This design comes from an exercise in tuning for small area, a short achievable clock period and few clock cycles on the open sky130 flow, not from production work. No run shown here included a check of the RTL's function; only the layout flow was run. Power is estimated from default activity; no workload was simulated.

--- constraint.sdc ---
create_clock -name core_clock -period 5.0 [get_ports {clk}]
set_input_delay 1.0000 -clock core_clock [delete_from_list [all_inputs] [get_ports {clk}]]
set_output_delay 1.0000 -clock core_clock [all_outputs]
set_load 0.01 [all_outputs]
--- run.sh ---
#!/bin/bash
# synth_recipe.tcl (not shown) runs the flow's synth.tcl, then flattens the netlist and writes it again
# the make line also repeats each setting of config.mk as NAME=value (left out here)
make -C /OpenROAD-flow-scripts/flow DESIGN_CONFIG=/design/flow/config.mk WORK_HOME=/design/flow/orfs CLKGATE_MAP_FILE= SYNTH_SCRIPT=/design/flow/synth_recipe.tcl finish
--- config.mk ---
export PLATFORM = sky130hd
export DESIGN_NAME = snn_frame_controller
export DESIGN_NICKNAME = snn_frame_controller
export VERILOG_FILES = /design/flow/design.v
export SDC_FILE = /design/flow/constraint.sdc
export NUM_CORES = 4
export LEC_CHECK = 0
export CAP_MARGIN = 20
export CORE_MARGIN = 2
export CORE_UTILIZATION = 40
export SETUP_SLACK_MARGIN = 2.6
export SLEW_MARGIN = 20
--- design.v ---
package snn_pkg;
  localparam int unsigned DefaultOutN  = 10;
  localparam int unsigned DefaultDepth = 128;
  localparam int unsigned IDX_W        = $clog2(DefaultOutN);
  localparam int unsigned ADDR_W       = $clog2(DefaultDepth);
endpackage
module spike_count_bank #(
  parameter int unsigned OUT_N = 10,
  parameter int unsigned CNT_W = 7,
  parameter int unsigned IDX_W = $clog2(OUT_N)
) (
  input  logic                 clk,
  input  logic                 first,
  input  logic [OUT_N-1:0]     spikes,    
  output logic [CNT_W-1:0]     max_o,     
  output logic [IDX_W-1:0]     idx_o      
);
  localparam logic [CNT_W-1:0] CntMax = '1;
  logic [OUT_N-1:0][CNT_W-1:0] dist_q, dist_d, dist_b;
  logic [OUT_N-1:0]            zero_q, zero_d;    
  logic [CNT_W-1:0]            max_q, max_d, max_b;
  logic                        sat_q, sat_d;      
  logic [OUT_N-1:0]            zero_b, one_b, inc;
  logic                        sat_b, up;
  always_comb begin
    for (int k = 0; k < int'(OUT_N); k++) begin
      zero_b[k] = first || zero_q[k];
      one_b[k]  = !first && (dist_q[k] == CNT_W'(1));
      dist_b[k] = first ? '0 : dist_q[k];
    end
    sat_b = !first && sat_q;
    max_b = first ? '0 : max_q;
    up = (|(spikes & zero_b)) && !sat_b;
    for (int k = 0; k < int'(OUT_N); k++) begin
      inc[k] = spikes[k] && !(zero_b[k] && sat_b);
      if (up && !inc[k])      dist_d[k] = dist_b[k] + CNT_W'(1);
      else if (!up && inc[k]) dist_d[k] = dist_b[k] - CNT_W'(1);
      else                    dist_d[k] = dist_b[k];
      zero_d[k] = (zero_b[k] && (up == inc[k])) || (one_b[k] && !up && inc[k]);
    end
    max_d = up ? max_b + CNT_W'(1) : max_b;
    sat_d = up ? (max_b == CntMax - CNT_W'(1)) : sat_b;
  end
  always_ff @(posedge clk) begin
    dist_q <= dist_d;
    zero_q <= zero_d;
    max_q  <= max_d;
    sat_q  <= sat_d;
  end
  always_comb begin
    idx_o = '0;
    for (int k = int'(OUT_N) - 1; k >= 0; k--) begin
      if (zero_q[k]) idx_o = IDX_W'(k);
    end
  end
  assign max_o = max_q;
endmodule
import snn_pkg::*;
module snn_frame_controller #(
  parameter int unsigned IN_W    = 19,
  parameter int unsigned DEPTH   = snn_pkg::DefaultDepth,
  parameter int unsigned OUT_N   = snn_pkg::DefaultOutN,
  parameter int unsigned CNT_W   = 7,
  parameter int unsigned REPEAT  = 4,
  parameter int unsigned NET_LAT = 2
) (
  input  logic                       clk,
  input  logic                       rstn,
  input  logic                       in_valid_i,
  output logic                       in_ready_o,
  input  logic [IN_W-1:0]            in_data_i,
  input  logic                       in_last_i,
  input  logic                       abort_i,
  output logic                       net_valid_o,
  output logic [IN_W-1:0]            net_data_o,
  input  logic [OUT_N-1:0]           spike_i,
  output logic                       result_valid_o,
  input  logic                       result_ready_i,
  output logic [$clog2(OUT_N)-1:0]   result_idx_o,
  output logic [CNT_W-1:0]           result_cnt_o
);
  localparam int unsigned AddrW = $clog2(DEPTH);
  localparam int unsigned IdxW  = $clog2(OUT_N);
  localparam int unsigned PassW = (REPEAT > 2) ? $clog2(REPEAT - 1) : 1;
  localparam int unsigned LoW   = (AddrW + 1) / 2;
  localparam int unsigned HiW   = AddrW - LoW;
  localparam int unsigned NLo   = 1 << LoW;
  localparam int unsigned NHi   = 1 << HiW;
  localparam logic [AddrW-1:0] LastPtr  = AddrW'(DEPTH - 1);
  localparam logic [PassW-1:0] LastPass = PassW'(REPEAT - 2);
  logic              load_q, load_d;       
  logic              rdy_q;                
  logic [AddrW-1:0]  addr_q, addr_d;       
  logic [NLo-1:0]    lo_q, lo_d;           
  logic [NHi-1:0]    hi_q, hi_d;           
  logic [AddrW-1:0]  last_q, last_d;       
  logic [PassW-1:0]  pass_q, pass_d;       
  logic              nv_q, nv_d;           
  logic              nvo_q;                
  logic              nf_q, nf_d;           
  logic              nl_q, nl_d;           
  logic [IN_W-1:0]   nd_q, nd_d;
  logic [NET_LAT:1]  v_q, f_q, l_q;        
  logic              cv_q, cf_q, cl_q;     
  logic [OUT_N-1:0]  sp_q;
  logic              fin_q;                
  logic              rv_q, rvo_q;          
  logic [IdxW-1:0]   ri_q;
  logic [CNT_W-1:0]  rc_q;
  logic [IN_W-1:0]   mem [DEPTH];
  logic [IN_W-1:0]   rd_data;
  logic              acc, frame_end, at_last, pend, take;
  logic [CNT_W-1:0]  max_w;
  logic [IdxW-1:0]   idx_w;
  assign acc       = load_q && in_valid_i && !abort_i;
  assign frame_end = in_last_i || (addr_q == LastPtr);
  assign at_last   = (addr_q == last_q);
  assign take      = rv_q && result_ready_i && !abort_i;
  assign pend      = (nv_q && nl_q) || (|(v_q & l_q)) || (cv_q && cl_q) || fin_q;
  always_comb begin
    rd_data = '0;
    for (int g = 0; g < int'(NHi); g++) begin
      logic [IN_W-1:0] grp;
      grp = '0;
      for (int j = 0; j < int'(NLo); j++) begin
        grp = grp | (mem[g*NLo + j] & {IN_W{lo_q[j]}});
      end
      rd_data = rd_data | (grp & {IN_W{hi_q[g]}});
    end
  end
  always_comb begin
    load_d = load_q;
    addr_d = addr_q;
    last_d = last_q;
    pass_d = pass_q;
    nv_d   = 1'b0;
    nf_d   = 1'b0;
    nl_d   = 1'b0;
    nd_d   = rd_data;
    if (load_q) begin
      nd_d = in_data_i;
      if (acc) begin
        nv_d = 1'b1;
        nf_d = (addr_q == '0);
        if (frame_end) begin
          last_d = addr_q;
          addr_d = '0;
          pass_d = '0;
          load_d = 1'b0;
        end else begin
          addr_d = addr_q + AddrW'(1);
        end
      end
    end else begin
      if (at_last && pass_q == LastPass) begin
        if (!pend && !rv_q) begin
          nv_d   = 1'b1;
          nl_d   = 1'b1;
          addr_d = '0;
          load_d = 1'b1;
        end
      end else begin
        nv_d = 1'b1;
        if (at_last) begin
          addr_d = '0;
          pass_d = pass_q + PassW'(1);
        end else begin
          addr_d = addr_q + AddrW'(1);
        end
      end
    end
    if (abort_i) begin
      load_d = 1'b1;
      addr_d = '0;
      nv_d   = 1'b0;
    end
    lo_d = '0;
    hi_d = '0;
    lo_d[addr_d[LoW-1:0]]     = 1'b1;
    hi_d[addr_d[AddrW-1:LoW]] = 1'b1;
  end
  always_ff @(posedge clk or negedge rstn) begin
    if (!rstn) begin
      load_q <= 1'b1;
      rdy_q  <= 1'b1;
      addr_q <= '0;
      lo_q   <= NLo'(1);
      hi_q   <= NHi'(1);
      nv_q   <= 1'b0;
      nvo_q  <= 1'b0;
      nl_q   <= 1'b0;
      v_q    <= '0;
      l_q    <= '0;
      cv_q   <= 1'b0;
      cl_q   <= 1'b0;
      fin_q  <= 1'b0;
      rv_q   <= 1'b0;
      rvo_q  <= 1'b0;
    end else begin
      load_q <= load_d;
      rdy_q  <= load_d;
      addr_q <= addr_d;
      lo_q   <= lo_d;
      hi_q   <= hi_d;
      nv_q   <= nv_d;
      nvo_q  <= nv_d;
      nl_q   <= nl_d;
      v_q    <= abort_i ? '0 : {v_q[NET_LAT-1:1], nv_q};
      l_q    <= {l_q[NET_LAT-1:1], nl_q};
      cv_q   <= abort_i ? 1'b0 : v_q[NET_LAT];
      cl_q   <= l_q[NET_LAT];
      fin_q  <= !abort_i && cv_q && cl_q;
      rv_q   <= !abort_i && (fin_q || (rv_q && !take));
      rvo_q  <= !abort_i && (fin_q || (rv_q && !take));
    end
  end
  always_ff @(posedge clk) begin
    last_q <= last_d;
    pass_q <= pass_d;
    nf_q   <= nf_d;
    nd_q   <= nd_d;
    f_q    <= {f_q[NET_LAT-1:1], nf_q};
    cf_q   <= f_q[NET_LAT] && v_q[NET_LAT];
    sp_q   <= v_q[NET_LAT] ? spike_i : '0;
    if (fin_q) begin
      ri_q <= idx_w;
      rc_q <= max_w;
    end
  end
  always_ff @(posedge clk) begin
    for (int r = 0; r < int'(DEPTH); r++) begin
      if (acc && hi_q[r / NLo] && lo_q[r % NLo]) mem[r] <= in_data_i;
    end
  end
  spike_count_bank #(
    .OUT_N (OUT_N),
    .CNT_W (CNT_W),
    .IDX_W (IdxW)
  ) u_count_bank (
    .clk    (clk),
    .first  (cf_q),
    .spikes (sp_q),
    .max_o  (max_w),
    .idx_o  (idx_w)
  );
  assign in_ready_o     = rdy_q;
  assign net_valid_o    = nvo_q;
  assign net_data_o     = nd_q;
  assign result_valid_o = rvo_q;
  assign result_idx_o   = ri_q;
  assign result_cnt_o   = rc_q;
endmodule
==> results of run 1 <==
==> power by group through the flow <==
stage	logic, mW	clock network, mW	registers, mW
detailed placement	4.30	0	25.4
global route	6.02	20.7	24.9
finish	5.80	19.7	24.9
floorplan	2.45	0	25.1
global placement	4.20	0	25.4
CTS	5.39	19.8	24.8
==> cell usage after synthesis (11+ instances only) <==
cell type,count
o21ai_0,53
a22oi_1,82
nand4_1,186
nand2_1,75
nand3_1,45
ha_1,49
nor3_1,26
nor2b_1,36
xnor2_1,40
nor2_1,77
and3_1,140
mux2i_1,11
dfxtp_1,121
a21oi_1,67
a41oi_1,11
a221oi_1,609
clkbuf_1,323
a22o_1,609
and2_1,13
or3_1,12
inv_1,81
edfxtp_1,2452
dfrtp_1,39
mux2_2,35
buf_1,37
==> path summary, 6_finish.rpt <==
path	startpoint	to	cells past startpoint
max	lo_q[9]	nd_q[5]	7
min	rstn	addr_q[5]	1
max reg2reg	lo_q[9]	nd_q[5]	7
min reg2reg	nf_q	f_q[1]	0
max in group asynchronous	rstn	lo_q[6]	1
min in group core_clock	nf_q	f_q[1]	0
==> cells in the final DEF, fill, tap and decap left out, types with 32 or more instances in the layout <==
master | netlist | layout
edfxtp_1 | 2452 | 2452
a22o_1 | 609 | 607
a221oi_1 | 609 | 374
buf_4 | 2 | 352
clkbuf_16 | 0 | 296
a221oi_2 | 0 | 223
buf_12 | 0 | 221
nand4_1 | 186 | 186
and3_4 | 0 | 137
buf_6 | 4 | 108
dfxtp_1 | 121 | 87
nor2_1 | 77 | 71
nand2_1 | 75 | 69
clkbuf_1 | 323 | 69
inv_1 | 81 | 64
a22oi_2 | 0 | 50
clkinv_1 | 0 | 45
clkinv_2 | 0 | 39
nand3_1 | 45 | 36
a21oi_1 | 67 | 36
xnor2_1 | 40 | 35
nor2b_1 | 36 | 33
a22oi_1 | 82 | 32
==> what timing repair did <==
action / 4_1_cts / 5_1_grt
setup buffers: 351 / 155
pin swaps: 259 / 212
cloned: 22 / 6
endpoints found under the setup margin: 2424 / 1043
resized for setup: 768 / 212
==> flip-flops by register name (all words and copies together) (netlist names), 7 cells and up <==
| register | cells |
|---|---|
| addr_q | 7 |
| hi_q | 8 |
| last_q | 7 |
| lo_q | 16 |
| mem | 2432 |
| nd_q | 19 |
| rc_q | 7 |
| sp_q | 10 |
| u_count_bank.dist_q | 70 |
| u_count_bank.max_q | 7 |
| u_count_bank.zero_q | 10 |
==> cell type report <==
| type | instances | area (um2) | area share |
|---|---|---|---|
| Clock inverter | 106 | 880 | 0.00720 |
| Timing Repair Buffer | 775 | 10200 | 0.0832 |
| Tap cell | 3185 | 3990 | 0.0326 |
| Antenna cell | 10 | 25.0 | 0.000205 |
| Sequential cell | 2615 | 77300 | 0.633 |
| Inverter | 84 | 372 | 0.00304 |
| Clock buffer | 364 | 7600 | 0.0622 |
| Multi-Input combinational cell | 2310 | 21800 | 0.179 |
==> routing by layer <==
layer  share of wire  up-vias  track usage
met1            0.38    31600        0.350
met3            0.11      666       0.0539
met4           0.048       10        0.111
li1                -    24300            -
met2            0.46     3987        0.410
met5         0.00018        -            0
==> through the flow <==
stage	instances	instance area, um2	setup WS (ns)
3_5_place_dp	8435	103000	1.02
5_1_grt	9442	122000	2.07
3_3_place_gp	8435	103000	1.05
4_1_cts	9278	119000	2.18
2_1_floorplan	5376	97800	2.13
6_report	9449	122000	2.05
==> worst max-delay path, delay by kind of cell, from the launching register on <==
family	cells	cell delay, ns
compound gates	3	1.05
flops	1	0.54
simple gates	2	0.54
mux	1	0.36
buf+inv	1	0.21
==> cell families (layout without fill, tap and decap cells) <==
family	after synthesis	count (layout)	synth area share
other	0	10	0
AO/OA/AOI/OAI	1521	1521	0.132
AND/OR/NAND/NOR	645	646	0.0376
multiplexers	46	46	0.00521
flip-flops	2615	2615	0.797
XOR/XNOR	48	48	0.00442
adder cells (fa/ha/maj)	49	49	0.00634
buffers and inverters	452	1329	0.0180
==> impl_table.tex, run 1 <==
\begin{tabular}{lr}
\hline
Metric & Value \\
\hline
\multicolumn{2}{l}{\textbf{Final layout}} \\
Fraction of final layout cells sized beyond drive strength 1 & 0.294 \\
Signed area change from the synthesized netlist to the final layout & 26.2\% \\
Fill cell total of the finished layout & approximately 19000 \\
Layout Utilization & 0.508 \\
Fin nets & 6154 \\
\multicolumn{2}{l}{\textbf{Clocking}} \\
Number of clock sinks seen by CTS & between 2000 and 3000 \\
Clock buffer count from CTS & around 280 \\
Buffer cell driving the clock tree root & clkbuf\_16 \\
Clock network latency to the later pin of the worst-skew pair & roughly 0.94 ns \\
H-tree levels & 5 \\
Clock tree from TritonCTS & built \\
Clk slew on worst S/H paths & around 0.07 ns \\
Max clock buf depth & 4 \\
CTS hold repair buffers & 0 \\
\multicolumn{2}{l}{\textbf{Synth}} \\
Synth Net Count & $\sim$5500 \\
Top\_reg\_cell synth & edfxtp\_1 \\
Mean area per synthesized cell & around 18 um2 \\
Number of distinct library cell variants in the gate-level netlist after synthesis & 71 \\
Cell count after synthesis & around 5400 \\
Most area-consuming cells after synthesis & edfxtp\_1 (76\%), a221oi\_1 (5.5\%), a22o\_1 (5.5\%) \\
EDFF count, synth & 2452 \\
Portion of synthesized cell area occupied by the leading cell type & 0.761 \\
Async S/R FF share, synth & 0.0161 \\
Seq/Total Area, Yosys & 0.797 \\
Netlist Area Pre-Place & 96800 um2 \\
Warnings from Yosys & 3 \\
Number of synthesized register bits & between 2000 and 3000 \\
Dominant cell type by area after synthesis & edfxtp\_1 \\
\multicolumn{2}{l}{\textbf{Power}} \\
Power per cell area & $\sim$410 nW/um2 \\
Combinational share of power & 0.115 \\
Static leakage power & around 40 nW \\
Switching power total & 12.5 mW \\
Final Power & roughly 50 mW \\
Internal power & about 38 mW \\
Portion of total power attributed to sequential cells & 0.494 \\
Switching share of power & 0.247 \\
Share of power burned in the clock network & 0.391 \\
Worst ir drop on vdd & roughly 290 uV \\
\multicolumn{2}{l}{\textbf{Critical path}} \\
Arrival time at the worst endpoint & roughly 3.8 ns \\
Most repeated library cell on the critical path & nand4\_1 \\
Cell chain of the critical path & buf\_12 > a22o\_1 > a221oi\_2 > nand4\_1 > a22oi\_2 > nand4\_1 > mux2\_4 \\
Endpoint kind of the worst setup timing path & flop \\
Data required, critical path & between 5 and 6 ns \\
Delay of the slowest cell on the worst path & around 0.55 ns \\
Critical path startpoint category & flop \\
Slowest cell on the critical path & a22oi\_2 \\
Flop2flop setup slack & 2.05 ns \\
Critical path type & flop to flop \\
CP Max Fanout & 52 \\
\multicolumn{2}{l}{\textbf{Route}} \\
Antenna-violating nets left & 0 \\
Count of routing violations after the opening detailed-route iteration & 8471 \\
Vias per cell & 6.41 \\
Final routed DRC violation total & 0 \\
First-pass DRT Iterations & 9 \\
Sum of routed wire length over all layers & around 330000 um \\
Average wire per standard cell & about 35 um \\
Via Count & just over 60000 \\
\multicolumn{2}{l}{\textbf{Global route}} \\
Congestion Overflow GR & 0 \\
First-pass GRT wire length & around 450000 um \\
Maximum number of pins on one net before global-route repair & 130 \\
All-layer global routing usage & 0.260 \\
Vias in the first global route & approximately 57000 \\
Antenna violations before repair & 18 \\
\multicolumn{2}{l}{\textbf{Outcome}} \\
Outcome & timing/DRC/antenna clean \\
\multicolumn{2}{l}{\textbf{STA}} \\
Time the worst path needs with I/O delays and setup & 2.95 ns \\
Total Neg Setup Slack & 0 ns \\
Layout Skew & 0.0871 ns \\
Setup-failing EPs final & 0 \\
Highest achievable clock rate & between 300 and 400 MHz \\
Unrepaired setup endpoints after global routing & true \\
Final number of hold-violating endpoints & 0 \\
Pin slew with the least headroom to its limit & 1.24 ns \\
Max transition margin & 0.175 \\
Final period utilization & 0.590 \\
Number of slew-limit violations in the final report & 0 \\
Worst hold slack & around 0.13 ns \\
\multicolumn{2}{l}{\textbf{Flow run}} \\
MaxCap Viol Count & 0 \\
\multicolumn{2}{l}{\textbf{Floorplanning}} \\
Top-Level Pins & 68 \\
\# rows & between 150 and 200 \\
Initial Utilization & 0.402 \\
Placeable core area & around 240000 um2 \\
Width of the chip & 496 um \\
Area of the die & 246000 um2 \\
Chip Height & $\sim$500 um \\
\multicolumn{2}{l}{\textbf{Place}} \\
Detail Placement HPWL & about 170000 um \\
Routability congestion estimate & $\sim$0.89 \\
Total of buffers placed on input and output ports & 67 \\
\multicolumn{2}{l}{\textbf{Worst hold path}} \\
Worst hold-check path type & input pin to asynchronous set/reset pin \\
\hline
\end{tabular}
==> run 2, diff against run 1 <==
--- a/config.mk
+++ b/config.mk
@@ -8,5 +8,5 @@
 export CAP_MARGIN = 20
 export CORE_MARGIN = 2
-export CORE_UTILIZATION = 40
-export SETUP_SLACK_MARGIN = 2.6
+export CORE_UTILIZATION = 60
+export SETUP_SLACK_MARGIN = 2.3
 export SLEW_MARGIN = 20
==> impl_table.tex, run 2 <==
\begin{tabular}{lr}
\hline
Metric & Value \\
\hline
\multicolumn{2}{l}{\textbf{Global route}} \\
Fraction of met1 tracks used by global routing & 0.536 (+0.185) \\
Antenna violations before repair & 16 (-2) \\
Vias in the first global route & 55500 (-2.8\%) \\
Busiest metal layer after global routing & met2 \\
Congestion Overflow GR & 0 (unchanged) \\
Maximum number of pins on one net before global-route repair & 124 (-4.6\%) \\
Met2 capacity usage during global routing & 0.575 (+0.165) \\
Met3 Track Usage GR & 0.0952 (+0.0413) \\
First-pass GRT wire length & 435000 um (-3.6\%) \\
All-layer global routing usage & 0.383 (+0.123) \\
\multicolumn{2}{l}{\textbf{Synth}} \\
Top\_reg\_cell synth & edfxtp\_1 \\
Synth Net Count & 5460 (unchanged) \\
Number of distinct library cell variants in the gate-level netlist after synthesis & 71 (unchanged) \\
Cell count after synthesis & 5376 (unchanged) \\
Dominant cell type by area after synthesis & edfxtp\_1 \\
Portion of synthesized cell area occupied by the leading cell type & 0.761 (unchanged) \\
Most frequent cell after synthesis & edfxtp\_1 \\
Most area-consuming cells after synthesis & edfxtp\_1 (76\%), a221oi\_1 (5.5\%), a22o\_1 (5.5\%) \\
Seq/Total Area, Yosys & 0.797 (unchanged) \\
Synth top cells by count & edfxtp\_1 (2452), a221oi\_1 (609), a22o\_1 (609) \\
Warnings from Yosys & 3 (unchanged) \\
Netlist Area Pre-Place & 96800 um2 (unchanged) \\
Async S/R FF share, synth & 0.0161 (unchanged) \\
Number of synthesized register bits & 2615 (unchanged) \\
EDFF count, synth & 2452 (unchanged) \\
Mean area per synthesized cell & 18.0 um2 (unchanged) \\
\multicolumn{2}{l}{\textbf{Final layout}} \\
Fraction of final layout cells sized beyond drive strength 1 & 0.223 (-0.0713) \\
Most flops, register & mem \\
Most frequent standard cell in the layout excluding fill and tap cells & edfxtp\_1 \\
Signed area change from the synthesized netlist to the final layout & 19.8\% \\
Layout Utilization & 0.723 (+0.215) \\
Flip-flop count of the largest register after layout & 2432 (unchanged) \\
Fin nets & 5957 (-3.2\%) \\
Most used cells in the layout excluding fill and tap cells & edfxtp\_1 (2452), a22o\_1 (604), a221oi\_1 (424) \\
Largest registers ranked by flip-flop count & mem x2432, u\_count\_bank.dist\_q x70, nd\_q x19 \\
\multicolumn{2}{l}{\textbf{Critical path}} \\
Critical path type & flop to flop \\
Data required, critical path & 5.81 ns (about the same) \\
CP Max Fanout & 16 (-69\%) \\
Worst Reg2Reg Path Length in Cells & 8 (+1) \\
Arrival time at the worst endpoint & 3.92 ns (+0.16 ns) \\
Critical path startpoint category & flop \\
Endpoint kind of the worst setup timing path & flop \\
\multicolumn{2}{l}{\textbf{Route}} \\
Final routed DRC violation total & 0 (unchanged) \\
Via Count & 59700 (-1.4\%) \\
Count of routing violations after the opening detailed-route iteration & 9689 (+14\%) \\
Vias per cell & 7.24 (+13\%) \\
Average wire per standard cell & 39.0 um (+11\%) \\
Antenna-violating nets left & 0 (unchanged) \\
Sum of routed wire length over all layers & 321000 um (-2.9\%) \\
First-pass DRT Iterations & 6 (-3) \\
\multicolumn{2}{l}{\textbf{Flow run}} \\
MaxCap Viol Count & 0 (unchanged) \\
\multicolumn{2}{l}{\textbf{Place}} \\
Worst slack after detailed placement & 0.898 ns (-0.122 ns) \\
Routability congestion estimate & 0.903 (+1.5\%) \\
Total of buffers placed on input and output ports & 67 (unchanged) \\
Detail Placement HPWL & 172000 um (+1.5\%) \\
\multicolumn{2}{l}{\textbf{Clocking}} \\
Clock network latency to the later pin of the worst-skew pair & 0.93 ns (about the same) \\
Clock tree from TritonCTS & built \\
Clk slew on worst S/H paths & 0.06 ns (about the same) \\
H-tree levels & 5 (unchanged) \\
Buffer cell driving the clock tree root & clkbuf\_16 \\
Number of clock sinks seen by CTS & 2615 (unchanged) \\
CTS hold repair buffers & 0 (unchanged) \\
Max clock buf depth & 4 (unchanged) \\
Clock buffer count from CTS & 279 (-1.8\%) \\
\multicolumn{2}{l}{\textbf{Power}} \\
Static leakage power & 38.5 nW (-3.7\%) \\
Switching share of power & 0.246 (-0.00182) \\
Share of power burned in the clock network & 0.388 (-0.003) \\
Final Power & 49.4 mW (-2.0\%) \\
Combinational share of power & 0.110 (-0.005) \\
Switching power total & 12.1 mW (-2.7\%) \\
Worst ir drop on vdd & 405 uV (+40\%) \\
Portion of total power attributed to sequential cells & 0.502 (+0.008) \\
Internal power & 37.3 mW (-1.8\%) \\
Power per cell area & 426 nW/um2 (+3.2\%) \\
\multicolumn{2}{l}{\textbf{STA}} \\
Layout Skew & 0.0474 ns (-0.0397 ns) \\
Setup-failing EPs final & 0 (unchanged) \\
Final period utilization & 0.623 (+0.0334) \\
Unrepaired setup endpoints after global routing & true \\
Total Neg Setup Slack & 0 ns (unchanged) \\
Max transition margin & 0.218 (+0.0435) \\
Highest achievable clock rate & 321 MHz (-5.4\%) \\
Pin slew with the least headroom to its limit & 1.17 ns (-0.0653 ns) \\
Final number of hold-violating endpoints & 0 (unchanged) \\
Time the worst path needs with I/O delays and setup & 3.12 ns (+0.167 ns) \\
Post-layout worst setup margin & 1.88 ns (-0.167 ns) \\
Number of slew-limit violations in the final report & 0 (unchanged) \\
\multicolumn{2}{l}{\textbf{Floorplanning}} \\
\# rows & 147 (-18\%) \\
Width of the chip & 406 um (-18\%) \\
Placeable core area & 160000 um2 (-33\%) \\
Initial Utilization & 0.603 (+0.201) \\
Top-Level Pins & 68 (unchanged) \\
Area of the die & 164000 um2 (-33\%) \\
Chip Height & 406 um (-18\%) \\
\multicolumn{2}{l}{\textbf{Outcome}} \\
Outcome & timing/DRC/antenna clean \\
\multicolumn{2}{l}{\textbf{Worst hold path}} \\
Worst hold-check path type & input pin to asynchronous set/reset pin \\
\hline
\end{tabular}
run 2: changes by cell type in the layout (fill, tap and decap cells not counted), sizes merged:
cell / delta
clkdlybuf4s50: +1
clkbuf: +20
bufbuf: -2
and3b: +1
clkinvlp: +4
bufinv: -9
diode: -4
and3: -1
clkinv: +1
dlygate4sd2: +31
buf: -227
run 2: path summary, 6_finish.rpt:
check	startpoint	to	slack, ns
setup / recovery	lo_q[4]	nd_q[3]	1.88
hold / removal	rstn	lo_q[12]	0.1
setup reg to reg	lo_q[4]	nd_q[3]	1.88
hold reg to reg	nf_q	f_q[1]	0.33
max in group asynchronous	rstn	fin_q	4.41
min in group core_clock	nf_q	f_q[1]	0.33
run 2: layout make-up:
cell class	count	area, um2
antenna	6	15.0
tap	2160	2700
inverter	84	345
timing repair buffer	583	6920
fill	9927	44400
clock buffer	379	7650
sequential	2615	77200
multi-input combinational	2310	20500
clock inverter	102	616
run 2: cells by family (layout without fill, tap and decap cells):
kind of cell | count (synthesis) | count (layout) | share of synthesized area
AOI/OAI and AO/OA | 1521 | 1521 | 0.132
xor gates and xnor gates | 48 | 48 | 0.00442
DFF | 2615 | 2615 | 0.797
buffers and inverters | 452 | 1148 | 0.0180
adders and majority gates | 49 | 49 | 0.00634
and+or+nand+nor | 645 | 646 | 0.0376
muxes | 46 | 46 | 0.00521
other | 0 | 6 | 0
run 2: power groups by stage:
stage / Clock, mW / Combinational, mW / Sequential, mW
after floorplan: 0 / 2.38 / 25.0
after global placement: 0 / 4.14 / 25.3
after detailed placement: 0 / 4.21 / 25.3
after CTS: 19.2 / 4.95 / 24.8
after global routing: 20.1 / 5.64 / 24.8
final: 19.1 / 5.43 / 24.8
run 2: critical path, stage by stage, from the launching register on:
cell      delay [ns]
dfrtp_4         0.50
buf_4           0.16
buf_8           0.17
a22o_1          0.23
a221oi_2        0.21
nand4_1         0.37
a22oi_2         0.53
nand4_1         0.43
mux2_4          0.40
run 2: repair_timing:
item | CTS | global route
buffers inserted | 133 | 67
endpoints found under the hold margin | 0 | 0
cloned | 23 | 10
endpoints found under the setup margin | 1635 | 101
pin swaps | 140 | 141
gates resized for setup | 386 | 265
run 2: stage by stage:
stage / area (um2) / hold WS (ns) / instances
after floorplan: 96800 / 0.310 / 5376
after global placement: 102000 / 0.318 / 7519
after detailed placement: 102000 / 0.316 / 7519
after CTS: 114000 / 0.271 / 8156
after global routing: 116000 / 0.126 / 8233
final: 116000 / 0.0995 / 8239
run 2: routing by layer:
metal / routed length [um] / share of wire
met1: 117000 / 0.37
met4: 17100 / 0.053
met5: 197 / 0.00061
met3: 41100 / 0.13
met2: 145000 / 0.45

-- port drivers added, routing unchanged --
The flow's constraints put no driver on any port. The routed layouts listed below were extracted and timed again, unchanged, in two steps.
Step 1: set_driving_cell puts a clkbuf_16 on clk and a buf_2 on each other input, an assumption about the parent block.
Step 2 adds t to the input delays and takes it off the output delays; t is the mean of the earliest and latest rising clock arrival at the registers after step 1. Input paths then give back, and output paths get back, about the clock's delay inside the block.
Slacks: no drivers / after step 1 / after step 2; pairs: no drivers / after step 1.
| run | t, ns | setup slack, ns | slew at the worst register clock pin (ns) | worst data-port slew with drivers (ns) | cell pins on the clock port's net |
|---|---|---|---|---|---|
| run 1 | 0.995 | 2.051 / 2.051 / 1.410 | 0.07 / 0.07 | 0.12 | 1 |
| run 2 | 0.993 | 1.884 / 1.884 / 1.321 | 0.07 / 0.07 | 0.05 | 1 |
After both steps every run listed still meets setup and hold. The setup slack of run 1, which loses most, moves by 0.000 ns with the drivers and by -0.641 ns with both steps.
